Background: an optimization exercise with open tools, aiming at small area and a short achievable clock period. Do not read the settings as production practice.
In this exercise RTL edits were held to simulation tests only and were not proved equivalent to the original.
The clock port is modelled as an ideal driver, which makes a skipped or thinned clock tree look cheaper than it is; a real chip needs a root buffer or a tree.
Power figures rest on the tool's default switching activity, not on a simulated workload.

Design doubling_adder_top, start of the top module:
module doubling_adder_top (
  input  logic                  clk,
  input  logic                  arst_n,
  input  logic                  in_valid,
  input  logic [64-1:0] a,
  input  logic [64-1:0] b,
  input  logic                  cin,
  output logic [64:0]   sum,
  output logic                  out_valid
);
clock: 3.2 ns
lec_check: 0
cap_margin: 20
core_margin: 2
core_utilization: 65
hold_slack_margin: 0.05
setup_slack_margin: 1.7
slew_margin: 20
synth_hierarchical: 1
synth_minimum_keep_size: 0
standard.sh (not shown) runs the stock make flow with config.mk's settings and CLKGATE_MAP_FILE= SYNTH_SCRIPT=/design/flow/synth_recipe.tcl, a recipe that flattens the netlist after the stock synthesis.
==> flow/flow/run.sh <==
#!/bin/bash
# Layout flow: the standard flow (standard.sh, unchanged synthesis) with
#  - the port buffers of buffer_ports set to the smallest buffer, which
#    repair_timing then sizes up where timing needs it (every port still gets
#    its own buffer);
#  - a small balanced clock tree (cts_tree.tcl) in place of TritonCTS: the clock
#    port drives four clock inverters, each driving two leaf clock inverters,
#    each leaf driving an eighth of the flip-flops (two inversions on every
#    path, so each acts as a buffer).
set -euo pipefail
HERE=$(cd "$(dirname "$0")" && pwd)
bash standard.sh finish BUFFER_PORTS_ARGS="-buffer_cell sky130_fd_sc_hd__buf_1" \
  PRE_CTS_TCL="$HERE/cts_tree.tcl" CTS_TOP_BUFS=4 CTS_LEAF_BUFS=2 \
  CTS_TOP_CELL=sky130_fd_sc_hd__clkinv_2 CTS_LEAF_CELL=sky130_fd_sc_hd__clkinv_4 \
  > standard_flow.log 2>&1
==> flow/flow/cts_tree.tcl <==
# Sourced by ORFS cts.tcl before it builds the clock tree (PRE_CTS_TCL).
# Replaces clock_tree_synthesis with a small balanced tree: the clock port
# drives CTS_TOP_BUFS cells, each of which drives CTS_LEAF_BUFS leaf cells (or
# the flip-flops directly when CTS_LEAF_BUFS is 0). The cells may be buffers or
# inverters; with inverters both levels invert, so every flip-flop still sees
# the clock's rising edge through two inversions, like a buffer. The flip-flops are split
# into groups of equal size by position (halves in x, then halves in y, ...),
# one group per leaf buffer, placed at the group's centre. Every flip-flop sees
# the same number and type of buffers, with no deliberate skew.
set ::cts_top  [expr {[info exists ::env(CTS_TOP_BUFS)]  ? $::env(CTS_TOP_BUFS)  : 4}]
set ::cts_leaf [expr {[info exists ::env(CTS_LEAF_BUFS)] ? $::env(CTS_LEAF_BUFS) : 2}]
set ::cts_top_cell  [expr {[info exists ::env(CTS_TOP_CELL)]  ? $::env(CTS_TOP_CELL)  : "sky130_fd_sc_hd__clkbuf_8"}]
set ::cts_leaf_cell [expr {[info exists ::env(CTS_LEAF_CELL)] ? $::env(CTS_LEAF_CELL) : "sky130_fd_sc_hd__clkbuf_16"}]

# items: list of {object x y}; split into n groups (n a power of two) of equal
# size by recursive bisection at the median, alternating between x and y.
proc cts_tree_split {items n axis} {
  if {$n <= 1} { return [list $items] }
  set idx [expr {$axis eq "x" ? 1 : 2}]
  set sorted [lsort -real -index $idx $items]
  set half [expr {[llength $sorted] / 2}]
  set other [expr {$axis eq "x" ? "y" : "x"}]
  return [concat [cts_tree_split [lrange $sorted 0 [expr {$half - 1}]] [expr {$n / 2}] $other] \
                 [cts_tree_split [lrange $sorted $half end] [expr {$n / 2}] $other]]
}

# Creates a buffer of cell $cell named $name driving the iterms of $items from
# net $in_net, placed at the centre of the items; returns {iterm x y} of its input.
proc cts_tree_buffer {name cell in_net items} {
  set block [ord::get_db_block]
  set master [[ord::get_db] findMaster $cell]
  set inst [odb::dbInst_create $block $master $name]
  set net [odb::dbNet_create $block "net_$name"]
  $net setSigType CLOCK
  set sx 0; set sy 0
  foreach item $items {
    lassign $item it x y
    $it disconnect
    $it connect $net
    set sx [expr {$sx + $x}]; set sy [expr {$sy + $y}]
  }
  set n [llength $items]
  set cx [expr {int($sx / $n)}]
  set cy [expr {int($sy / $n)}]
  $inst setLocation [expr {$cx - [$master getWidth] / 2}] [expr {$cy - [$master getHeight] / 2}]
  $inst setPlacementStatus PLACED
  set a [$inst findITerm A]
  $a connect $in_net
  foreach it [$inst getITerms] {
    if {[$it isOutputSignal]} { $it connect $net }
  }
  puts "cts_tree: $name ($cell) drives $n loads at ($cx, $cy)"
  return [list $a $cx $cy]
}

proc clock_tree_synthesis {args} {
  puts "cts_tree: $::cts_top x $::cts_top_cell, each driving $::cts_leaf x $::cts_leaf_cell (replaces clock_tree_synthesis $args)"
  set block [ord::get_db_block]
  set clk_net [$block findNet clk]
  set items {}
  foreach it [$clk_net getITerms] {
    set inst [$it getInst]
    lassign [$inst getLocation] x y
    set m [$inst getMaster]
    lappend items [list $it [expr {$x + [$m getWidth] / 2}] [expr {$y + [$m getHeight] / 2}]]
  }
  set t 0
  foreach top_group [cts_tree_split $items $::cts_top x] {
    if {$::cts_leaf > 0} {
      set leaves {}
      set l 0
      foreach leaf_group [cts_tree_split $top_group $::cts_leaf [expr {$::cts_top % 2 ? "x" : "y"}]] {
        set tmp [odb::dbNet_create $block "net_tmp_${t}_$l"]
        lappend leaves [cts_tree_buffer "clkbuf_leaf_${t}_$l" $::cts_leaf_cell $tmp $leaf_group]
        incr l
      }
      set top_in [cts_tree_buffer "clkbuf_top_$t" $::cts_top_cell $clk_net $leaves]
      foreach l [$block getNets] { if {[string match "net_tmp_*" [$l getName]] && [llength [$l getITerms]] == 0} { odb::dbNet_destroy $l } }
    } else {
      cts_tree_buffer "clkbuf_top_$t" $::cts_top_cell $clk_net $top_group
    }
    incr t
  }
  $clk_net setSigType CLOCK
  set_propagated_clock [all_clocks]
}
The first run passed the timing, DRC and antenna checks.
Next try:
--- a/flow/flow/run.sh
+++ b/flow/flow/run.sh
@@ -14 +14 @@
-  CTS_TOP_CELL=sky130_fd_sc_hd__clkinv_2 CTS_LEAF_CELL=sky130_fd_sc_hd__clkinv_4 \
+  CTS_TOP_CELL=sky130_fd_sc_hd__clkinv_2 CTS_LEAF_CELL=sky130_fd_sc_hd__clkinv_8 \
SETUP_SLACK_MARGIN = 1.75   (was 1.7)
The changed run went through all stages and came out clean.
Final area goes up by 6.7%.
Die area stays the same.
Via count goes up by 4.4%.
Register-to-register slack is better by 100 ps.
Area after synthesis does not change.
Sequential power is about the same.
Combinational power goes up by about 20%.
Next try:
--- a/flow/flow/run.sh
+++ b/flow/flow/run.sh
@@ -7,3 +7,2 @@
-#    port drives four clock inverters, each driving two leaf clock inverters,
-#    each leaf driving an eighth of the flip-flops (two inversions on every
-#    path, so each acts as a buffer).
+#    port drives four clock buffers, each driving two leaf clock buffers, each
+#    leaf driving an eighth of the flip-flops.
@@ -14 +13 @@
-  CTS_TOP_CELL=sky130_fd_sc_hd__clkinv_2 CTS_LEAF_CELL=sky130_fd_sc_hd__clkinv_8 \
+  CTS_TOP_CELL=sky130_fd_sc_hd__clkbuf_8 CTS_LEAF_CELL=sky130_fd_sc_hd__clkbuf_16 \
--- a/flow/flow/cts_tree.tcl
+++ b/flow/flow/cts_tree.tcl
@@ -3,4 +3,2 @@
-# drives CTS_TOP_BUFS cells, each of which drives CTS_LEAF_BUFS leaf cells (or
-# the flip-flops directly when CTS_LEAF_BUFS is 0). The cells may be buffers or
-# inverters; with inverters both levels invert, so every flip-flop still sees
-# the clock's rising edge through two inversions, like a buffer. The flip-flops are split
+# drives CTS_TOP_BUFS buffers, each of which drives CTS_LEAF_BUFS leaf buffers
+# (or the flip-flops directly when CTS_LEAF_BUFS is 0). The flip-flops are split
@@ -49,3 +47 @@
-  foreach it [$inst getITerms] {
-    if {[$it isOutputSignal]} { $it connect $net }
-  }
+  [$inst findITerm X] connect $net
SETUP_SLACK_MARGIN = 1.7   (was 1.75)
=>
- The changed run finished with timing, DRC and antenna clean
- power increases slightly
- wire length decreases by a few percent
- utilization decreases by 3.9 points
- design area decreases by a few percent
- global-route usage increases by 0.41 points
- combinational power decreases by about a fifth
- via count decreases by a few percent
- maximum frequency decreases slightly
- die area is unchanged
Next try:
--- a/flow/flow/run.sh
+++ b/flow/flow/run.sh
@@ -7,2 +7,3 @@
-#    port drives four clock buffers, each driving two leaf clock buffers, each
-#    leaf driving an eighth of the flip-flops.
+#    port drives four clock inverters, each driving two leaf clock inverters,
+#    each leaf driving an eighth of the flip-flops (two inversions on every
+#    path, so each acts as a buffer).
@@ -13 +14 @@
-  CTS_TOP_CELL=sky130_fd_sc_hd__clkbuf_8 CTS_LEAF_CELL=sky130_fd_sc_hd__clkbuf_16 \
+  CTS_TOP_CELL=sky130_fd_sc_hd__clkinv_2 CTS_LEAF_CELL=sky130_fd_sc_hd__clkinv_8 \
--- a/flow/flow/cts_tree.tcl
+++ b/flow/flow/cts_tree.tcl
@@ -3,2 +3,4 @@
-# drives CTS_TOP_BUFS buffers, each of which drives CTS_LEAF_BUFS leaf buffers
-# (or the flip-flops directly when CTS_LEAF_BUFS is 0). The flip-flops are split
+# drives CTS_TOP_BUFS cells, each of which drives CTS_LEAF_BUFS leaf cells (or
+# the flip-flops directly when CTS_LEAF_BUFS is 0). The cells may be buffers or
+# inverters; with inverters both levels invert, so every flip-flop still sees
+# the clock's rising edge through two inversions, like a buffer. The flip-flops are split
@@ -47 +49,3 @@
-  [$inst findITerm X] connect $net
+  foreach it [$inst getITerms] {
+    if {[$it isOutputSignal]} { $it connect $net }
+  }
CORE_UTILIZATION = 75   (was 65)
SETUP_SLACK_MARGIN = 1.72   (was 1.7)
After rerunning: The new run passed the timing, DRC and antenna checks. Fmax falls by 24%. Setup slack gets worse by 460 ps. Critical path depth rises by 5. Routed wire length rises by about 34%. Sequential power hardly moves. Hold slack gets better by 4.4 ps. Final cell count falls by about 1.4%. Via count rises by about 13%. Flip-flop and latch count does not change.
In every run of this note, the design's own scripts or RTL, not TritonCTS, make the clock network.

-- port drivers added, routing unchanged --
The flow's constraints put no driver on any port. The routed layouts listed below were extracted and timed again, unchanged, in two steps.
Step 1 (the two cells are an assumption about what drives the block):
set clk [get_ports {clk}]
set_driving_cell -lib_cell sky130_fd_sc_hd__clkbuf_16 $clk
set_driving_cell -lib_cell sky130_fd_sc_hd__buf_2 [delete_from_list [all_inputs] $clk]
Step 2 moves the port delays by t, midway between the first and last clock arrival at a register: inputs arrive t later, outputs are due t later. That takes back most of the time a late clock gives input paths.
Slacks: ideal ports / drivers / drivers and shift; pairs: ideal ports / drivers.
run	t (ns)	setup WS [ns]	worst setup path after step 2	cell pins on the clock port's net
the first run	0.291	1.732 / 1.664 / 1.485	input to register	4
the second run	0.334	1.732 / 1.658 / 1.493	input to register	4
the third run	0.347	1.718 / 1.649 / 1.461	input to register	4
the fourth run	0.366	1.262 / 1.296 / 0.930	input to register	4
After both steps every run listed still meets setup and hold. For the fourth run, which loses most, drivers alone change the setup slack by +0.034 ns; drivers and shift together by -0.332 ns.
